Background: an optimization exercise with open tools, aiming at small area. Do not read the settings as production practice.
Only simulation tests tie the RTL to the original design; equivalence was not proved.
Power and IR drop assume default switching activity.

--- flow/constraint.sdc ---
create_clock -name core_clock -period 20.0 [get_ports {clk}]
set_input_delay 4.0000 -clock core_clock [delete_from_list [all_inputs] [get_ports {clk}]]
set_output_delay 4.0000 -clock core_clock [all_outputs]
set_load 0.01 [all_outputs]
--- flow/design.v ---
package bnn_spi_pkg;
  localparam logic [2:0] S_IDLE           = 3'd0;
  localparam logic [2:0] S_RX_CMD         = 3'd1;
  localparam logic [2:0] S_CMD_LATCH      = 3'd2;
  localparam logic [2:0] S_IMG_RX         = 3'd3;
  localparam logic [2:0] S_CMD_DISPATCH   = 3'd4;
  localparam logic [2:0] S_STATUS_READY   = 3'd5;
  localparam logic [2:0] S_WAIT_INFERENCE = 3'd6;
  localparam logic [2:0] S_CLEAR          = 3'd7;
endpackage
`timescale 1ns/1ps
module bnn_spi_top (
  input  logic       clk,
  input  logic       rst_n,
  input  logic       spi_sclk,
  input  logic       spi_mosi,
  input  logic       spi_cs_n,
  output logic [3:0] result_out,
  output logic       result_ready,
  output logic       status_ready,
  output logic       send_image,
  output logic [2:0] fsm_state
);
  logic [2:0] pin_s1, pin_s2;    
  logic       sclk_prev;
  logic [2:0] bit_cnt;
  logic [7:0] shift_reg;
  logic       byte_rise;         
  always_ff @(posedge clk or negedge rst_n) begin
    if (!rst_n) begin
      pin_s1 <= 3'b100;
      pin_s2 <= 3'b100;
    end else begin
      pin_s1 <= {spi_cs_n, spi_mosi, spi_sclk};
      pin_s2 <= pin_s1;
    end
  end
  wire cs_n_sync = pin_s2[2];
  wire sclk_rise = pin_s2[0] & ~sclk_prev;
  wire bit_in    = ~cs_n_sync & sclk_rise;
  always_ff @(posedge clk) begin
    if (bit_in) shift_reg <= {shift_reg[6:0], pin_s2[1]};
  end
  always_ff @(posedge clk or negedge rst_n) begin
    if (!rst_n) begin
      sclk_prev <= 1'b0;
      bit_cnt   <= 3'd0;
      byte_rise <= 1'b0;
    end else begin
      sclk_prev <= pin_s2[0];
      byte_rise <= bit_in & (bit_cnt == 3'd7);
      if (cs_n_sync)   bit_cnt <= 3'd0;
      else if (bit_in) bit_cnt <= bit_cnt + 3'd1;
    end
  end
  logic [2:0] state, next_state;
  logic       cs_prev;
  logic [9:0] cnt;               
  logic       cmd_status, cmd_image;
  logic [6:0] wr_ptr;            
  wire cs_falling = ~cs_n_sync & cs_prev;
  wire cs_rising  = cs_n_sync & ~cs_prev;
  wire rx_active  = (state == bnn_spi_pkg::S_RX_CMD) || (state == bnn_spi_pkg::S_IMG_RX);
  wire in_wait    = (state == bnn_spi_pkg::S_WAIT_INFERENCE);
  wire timeout    = &cnt;
  wire buf_full   = (wr_ptr == 7'd113);
  wire buf_empty  = (wr_ptr == 7'd0);
  wire write      = (state == bnn_spi_pkg::S_IMG_RX) & byte_rise & ~buf_full;
  wire res_now    = in_wait & (cnt == 10'd116);
  always_ff @(posedge clk or negedge rst_n) begin
    if (!rst_n) begin
      cs_prev <= 1'b1;
      state   <= bnn_spi_pkg::S_IDLE;
      cnt     <= '0;
      wr_ptr  <= '0;
    end else begin
      cs_prev <= cs_n_sync;
      state   <= next_state;
      if (in_wait || (rx_active && !byte_rise)) cnt <= cnt + 10'd1;
      else cnt <= '0;
      if (state == bnn_spi_pkg::S_CLEAR) wr_ptr <= '0;
      else if (write)       wr_ptr <= wr_ptr + 7'd1;
    end
  end
  always_ff @(posedge clk) begin
    cmd_status <= (shift_reg == 8'hFE);
    cmd_image  <= (shift_reg == 8'hBF);
  end
  always_comb begin
    next_state = state;
    case (state)
      bnn_spi_pkg::S_IDLE:           if (cs_falling) next_state = bnn_spi_pkg::S_RX_CMD;
      bnn_spi_pkg::S_RX_CMD: begin
        if (timeout) next_state = bnn_spi_pkg::S_IDLE;
        else if (byte_rise) next_state = bnn_spi_pkg::S_CMD_LATCH;
      end
      bnn_spi_pkg::S_CMD_LATCH:      next_state = bnn_spi_pkg::S_CMD_DISPATCH;
      bnn_spi_pkg::S_CMD_DISPATCH: begin
        if (cmd_image) next_state = bnn_spi_pkg::S_IMG_RX;
        else if (cmd_status) next_state = bnn_spi_pkg::S_STATUS_READY;
        else next_state = bnn_spi_pkg::S_IDLE;
      end
      bnn_spi_pkg::S_STATUS_READY:   next_state = bnn_spi_pkg::S_IDLE;
      bnn_spi_pkg::S_IMG_RX: begin
        if (buf_full) next_state = bnn_spi_pkg::S_WAIT_INFERENCE;
        else if (cs_rising || timeout) next_state = bnn_spi_pkg::S_CLEAR;
      end
      bnn_spi_pkg::S_WAIT_INFERENCE: if (result_ready) next_state = bnn_spi_pkg::S_CLEAR;
      default:          if (buf_empty) next_state = bnn_spi_pkg::S_IDLE;
    endcase
  end
  always_ff @(posedge clk or negedge rst_n) begin
    if (!rst_n) begin
      status_ready <= 1'b0;
      send_image   <= 1'b0;
    end else begin
      if (state == bnn_spi_pkg::S_CMD_DISPATCH && !cmd_image && cmd_status) status_ready <= 1'b1;
      else if (cs_falling) status_ready <= 1'b0;
      if (state == bnn_spi_pkg::S_CMD_DISPATCH && cmd_image) send_image <= 1'b1;
      else if (next_state == bnn_spi_pkg::S_IDLE) send_image <= 1'b0;
    end
  end
  assign fsm_state = state;
  logic [7:0] hold;              
  logic [3:0] cls;               
  logic [7:0] wgt;               
  logic [9:0] ring [10];
  logic       amax;              
  logic [3:0] best_class;
  always_ff @(posedge clk) begin
    if (write) hold <= shift_reg;
  end
  always_ff @(posedge clk or negedge rst_n) begin
    if (!rst_n) cls <= '0;
    else        cls <= (cls == 4'd9) ? 4'd0 : cls + 4'd1;
  end
  wire [7:0] step_w = write ? {wr_ptr + {3'd0, cls} + 7'd16, 1'b0}
                            : {wr_ptr + 7'd13, 1'b1};
  wire [6:0] ptr_next = (state == bnn_spi_pkg::S_CLEAR) ? 7'd0 : wr_ptr + {6'd0, write};
  wire [7:0] base_w = {1'b0, ptr_next} + {ptr_next, 1'b0} - 8'd3;
  always_ff @(posedge clk) begin
    wgt <= (cls == 4'd9) ? base_w : wgt + step_w;
  end
  wire       scoring = ~buf_empty & (cnt < 10'd10);
  wire [7:0] mask    = buf_full ? 8'h0F : 8'hFF;
  wire [7:0] match   = ~(hold ^ wgt) & mask;
  wire [3:0] delta   = scoring ? 4'($countones(match)) : 4'd0;
  wire       gt   = ring[0] > ring[9];
  wire       amax_start = in_wait & (cls == 4'd0) & (cnt >= 10'd10) & (cnt < 10'd20);
  wire [9:0] tail = buf_empty       ? 10'd0 :
                    (amax & ~gt)    ? ring[9] :
                    ring[0] + {6'd0, delta};
  always_ff @(posedge clk) begin
    for (int i = 0; i < 9; i++) ring[i] <= ring[i+1];
    ring[9] <= tail;
  end
  always_ff @(posedge clk or negedge rst_n) begin
    if (!rst_n) amax <= 1'b0;
    else        amax <= amax_start | (in_wait & amax & (cls != 4'd9));
  end
  always_ff @(posedge clk) begin
    if (amax_start) best_class <= 4'd0;
    else if (amax & gt) best_class <= cls;
  end
  always_ff @(posedge clk or negedge rst_n) begin
    if (!rst_n) begin
      result_ready <= 1'b0;
      result_out   <= '0;
    end else begin
      result_ready <= res_now;
      if (res_now) result_out <= best_class;
    end
  end
endmodule
--- flow/run.sh ---
#!/bin/bash
# synth_recipe.tcl (not shown) runs the flow's synth.tcl, then flattens the netlist and writes it again
# the make line also repeats each setting of config.mk as NAME=value (left out here)
make -C /OpenROAD-flow-scripts/flow DESIGN_CONFIG=/design/flow/config.mk WORK_HOME=/design/flow/orfs CLKGATE_MAP_FILE= SYNTH_SCRIPT=/design/flow/synth_recipe.tcl finish
--- flow/config.mk ---
export PLATFORM = sky130hd
export DESIGN_NAME = bnn_spi_top
export DESIGN_NICKNAME = bnn_spi_top
export VERILOG_FILES = /design/flow/design.v
export SDC_FILE = /design/flow/constraint.sdc
export NUM_CORES = 4
export LEC_CHECK = 0
export CAP_MARGIN = 20
export CORE_MARGIN = 2
export CORE_UTILIZATION = 40
export SLEW_MARGIN = 20
==> reports/summary.txt <==
=================================================================================
Post-Syn Area ......................................................     6940 um2
Normalized max-slew margin .........................................        28.9%
# DRC ..............................................................            0
Vias in the first global route .....................................         4392
Most used cells in the layout excluding fill and tap cells ......... sky130_fd_sc_hd__dfxtp_1 (114), sky130_fd_sc_hd__nand2_1 (61), sky130_fd_sc_hd__inv_1 (51)
Fraction of final layout cells sized beyond drive strength 1 .......        7.44%
Average footprint of a synthesized cell ............................     11.1 um2
Number of antenna violations at the first check in global routing ..            0
Required @ worst endpoint ..........................................     16.00 ns
Synth async-reset ratio ............................................        25.3%
Dpl hpwl ...........................................................      9010 um
Final antenna diode count ..........................................            0
Smallest hold slack ................................................     0.321 ns
# IOs ..............................................................           15
Quantity of I/O buffers inserted on ports ..........................           14
Total number of clock tree sinks ...................................          174
Cell-by-cell trace of the critical path ............................ clkdlybuf4s50_1
Max Freq ...........................................................      178 MHz
Cell type of the slowest stage on the worst timing path ............ sky130_fd_sc_hd__clkdlybuf4s50_1
Fillcell total .....................................................         1607
Clk pin slew, worst setup/hold paths ...............................      0.07 ns
Crit path launch type ..............................................     register
Largest fanout on the critical path ................................           14
Flip-flop count of the largest register after layout ...............          100
Pwr/cell area ......................................................  91.3 nW/um2
Count of placed standard cells including taps ......................          852
Buffers and inverters on the worst path ............................            1
First-pass GRT wire length .........................................     21000 um
Worst Path Class, Setup ............................................      reg2out
Via count ..........................................................         4328
Post-cts sizing count ..............................................            0
Synthesized net count ..............................................          686
Layout-stage area growth over the synthesis result .................        13.9%
Cell count after synthesis .........................................          625
Largest reg by FF count ............................................         ring
Leakage power ......................................................      3.42 nW
Kind of end point of the critical path ............................. primary output
Hold Startpoint ....................................................   ring[2][8]
Die extent in y ....................................................       136 um
Highest cell delay on the worst timing path ........................      0.63 ns
Clock buffers created by TritonCTS .................................           17
CTS H-tree depth ...................................................            4
Count of endpoints failing setup in the final report ...............            0
Largest registers .................................................. ring x100, cnt x10
Number of iterations in the first detailed-routing pass ............            6
Main flop type after synthesis ..................................... sky130_fd_sc_hd__dfxtp_1
Number of pins exceeding their max-slew limit in the final report ..            0
Final setup skew ...................................................   0.00830 ns
Area of the core ...................................................    17100 um2
Root cell of the clock tree ........................................ sky130_fd_sc_hd__clkbuf_16
Final cell count without fillers ...................................          884
Maxcap violations ..................................................            0
WP data arrival ....................................................      1.62 ns
Count of cell types in the netlist .................................           56
Total chip power ...................................................     0.722 mW
Clock latency of the later-clocked register in the worst-skew pair .      0.43 ns
Final wirelength ...................................................     12500 um
Class of the most critical hold timing path ........................      reg2reg
Worst slew pin tran ................................................      1.06 ns
Reg-to-Reg Start ...................................................    wr_ptr[1]
Commonest non-fill, non-tap cell in the layout ..................... sky130_fd_sc_hd__dfxtp_1
Largest net degree at the start of global routing ..................           45
RSZ-0062 raised after global routing ...............................           no
Final Critical Period ..............................................      5.62 ns
Vias per std cell ..................................................         4.90
Number of antenna-violating nets in the routed design ..............            0
Sequential-to-total area share from yosys stat .....................        55.7%
First-iteration detailed-routing DRC count .........................          205
Worst-case clock buffer depth ......................................            2
Maximum vdd ir drop ................................................  0.0000706 V
Sum of negative setup slack ........................................         0 ns
Cell row count .....................................................           48
Syn. warnings ......................................................            2
Global routing usage summed across all routing layers ..............        14.7%
Number of synthesized flops with an enable pin .....................           16
Final GP Congestion ................................................        0.882
Flops & latches, synth .............................................          174
Launching instance or port of the critical path ....................     state[1]
Final hold violations ..............................................            0
Global route total overflow ........................................            0
Post-route clock period utilization ................................        28.1%
Die ar. ............................................................    18400 um2
Average wire length per cell after detail routing ..................      14.1 um
Cell family contributing the most delay on the critical path ....... buffers and inverters
Buffer count from post-CTS setup fixing ............................            0
Number of hold-repair buffers added at the cts stage ...............            0
Outcome ............................................................ complete, no violations
Die span in x ......................................................       136 um
Clock tree from TritonCTS ..........................................          yes
Total Nets Final ...................................................          707
Initial core utilization ...........................................        40.5%
=================================================================================
==> metal layers <==
| metal | vias to the layer above | share of wire [%] | global-route usage [%] |
|---|---|---|---|
| met5 | - | 0 | 0 |
| met1 | 2093 | 49 | 19.0 |
| met2 | 50 | 47 | 23.1 |
| li1 | 2170 | - | - |
| met3 | 15 | 2.8 | 4.12 |
| met4 | 0 | 1.9 | 6.37 |
==> final timing paths <==
kind / endpoint / slack [ns] / depth (start not counted)
worst max-delay path: fsm_state[1] / 14.38 / 1
worst max register to register: wgt[7] / 14.81 / 18
worst min-delay path: ring[1][8] / 0.32 / 0
min in group asynchronous: cnt[3] / 3.57 / 1
max in group asynchronous: bit_cnt[0] / 16.00 / 1
worst min register to register: ring[1][8] / 0.32 / 0
==> stage by stage <==
stage / instance area, um2 / setup WS, ns / util [%]
2_1_floorplan: 6940 / 15.27 / -
3_3_place_gp: 7300 / 14.86 / 42.7
3_5_place_dp: 7300 / 14.80 / 42.7
4_1_cts: 7900 / 14.33 / 46.2
5_1_grt: 7910 / 14.29 / 46.2
6_report: 7910 / 14.38 / 46.2
==> Yosys cell counts, types with 3 or more instances <==
library cell,n,share of area [%]
sky130_fd_sc_hd__nor2_1,29,1.6
sky130_fd_sc_hd__edfxtp_1,16,6.9
sky130_fd_sc_hd__dfstp_2,3,1.1
sky130_fd_sc_hd__fa_1,8,2.3
sky130_fd_sc_hd__a21oi_1,26,1.9
sky130_fd_sc_hd__a21o_1,8,0.87
sky130_fd_sc_hd__o21ai_0,32,2.3
sky130_fd_sc_hd__nor3_1,8,0.58
sky130_fd_sc_hd__nand4_1,11,0.99
sky130_fd_sc_hd__or3_1,6,0.54
sky130_fd_sc_hd__and2_1,3,0.27
sky130_fd_sc_hd__inv_1,51,2.8
sky130_fd_sc_hd__nand2_1,61,3.3
sky130_fd_sc_hd__xor2_1,22,2.8
sky130_fd_sc_hd__o21a_1,7,0.76
sky130_fd_sc_hd__and3_1,4,0.36
sky130_fd_sc_hd__ha_1,48,8.7
sky130_fd_sc_hd__dfrtp_1,41,15
sky130_fd_sc_hd__or2_2,4,0.36
sky130_fd_sc_hd__o21bai_1,3,0.32
sky130_fd_sc_hd__xnor2_1,25,3.2
sky130_fd_sc_hd__mux2i_1,18,2.6
sky130_fd_sc_hd__dfxtp_1,114,33
sky130_fd_sc_hd__mux2_2,4,0.65
sky130_fd_sc_hd__nor2b_1,6,0.54
sky130_fd_sc_hd__nor4_1,4,0.36
sky130_fd_sc_hd__clkbuf_1,10,0.54
sky130_fd_sc_hd__nand2b_1,4,0.36
sky130_fd_sc_hd__nand3_1,12,0.87
==> final cells by class <==
class / count / area, um2 / area share [%]
Timing Repair Buffer: 16 / 153 / 1.93
Multi-Input combinational cell: 386 / 2810 / 35.6
Tap cell: 225 / 282 / 3.56
Inverter: 51 / 191 / 2.42
Clock inverter: 11 / 120 / 1.52
Clock buffer: 21 / 482 / 6.09
Sequential cell: 174 / 3870 / 48.9
==> cells by family after synthesis <==
group                    share of synthesized area (%)
AO/OA/AOI/OAI                                     9.14
XOR/XNOR                                          5.93
adder cells (fa/ha/maj)                           11.0
buffers and inverters                             3.75
flip-flops                                        55.7
multiplexers                                      3.25
AND/OR/NAND/NOR                                   11.2
==> where the power goes <==
| part | switching (mW) | leakage, nW | internal [mW] | total [mW] |
|---|---|---|---|---|
| sequential | 0.0100 | 1.64 | 0.359 | 0.369 |
| combinational | 0.0137 | 1.48 | 0.0102 | 0.0239 |
| clock | 0.139 | 0.295 | 0.189 | 0.328 |

## what the ideal ports hide
Ports are ideal in the flow. The routed layout listed here was re-timed in OpenROAD. Step 1 (the two cells are an assumption about what drives the block):
set clk [get_ports {clk}]
set_driving_cell -lib_cell sky130_fd_sc_hd__clkbuf_16 $clk
set_driving_cell -lib_cell sky130_fd_sc_hd__buf_2 [delete_from_list [all_inputs] $clk]
Step 2 adds t to the input delays and takes it off the output delays; t is the mean of the earliest and latest rising clock arrival at the registers after step 1. Input paths then give back, and output paths get back, about the clock's delay inside the block. Slacks: ideal / step 1 / step 2; pairs: ideal / step 1.
shift t [ns]: 0.459
setup WS [ns]: 14.376 / 14.339 / 14.797
worst slew at a driven data input, ns: 0.03
After both steps this run still meets setup and hold. The setup slack of this run moves by -0.037 ns with the drivers and by +0.421 ns with both steps.
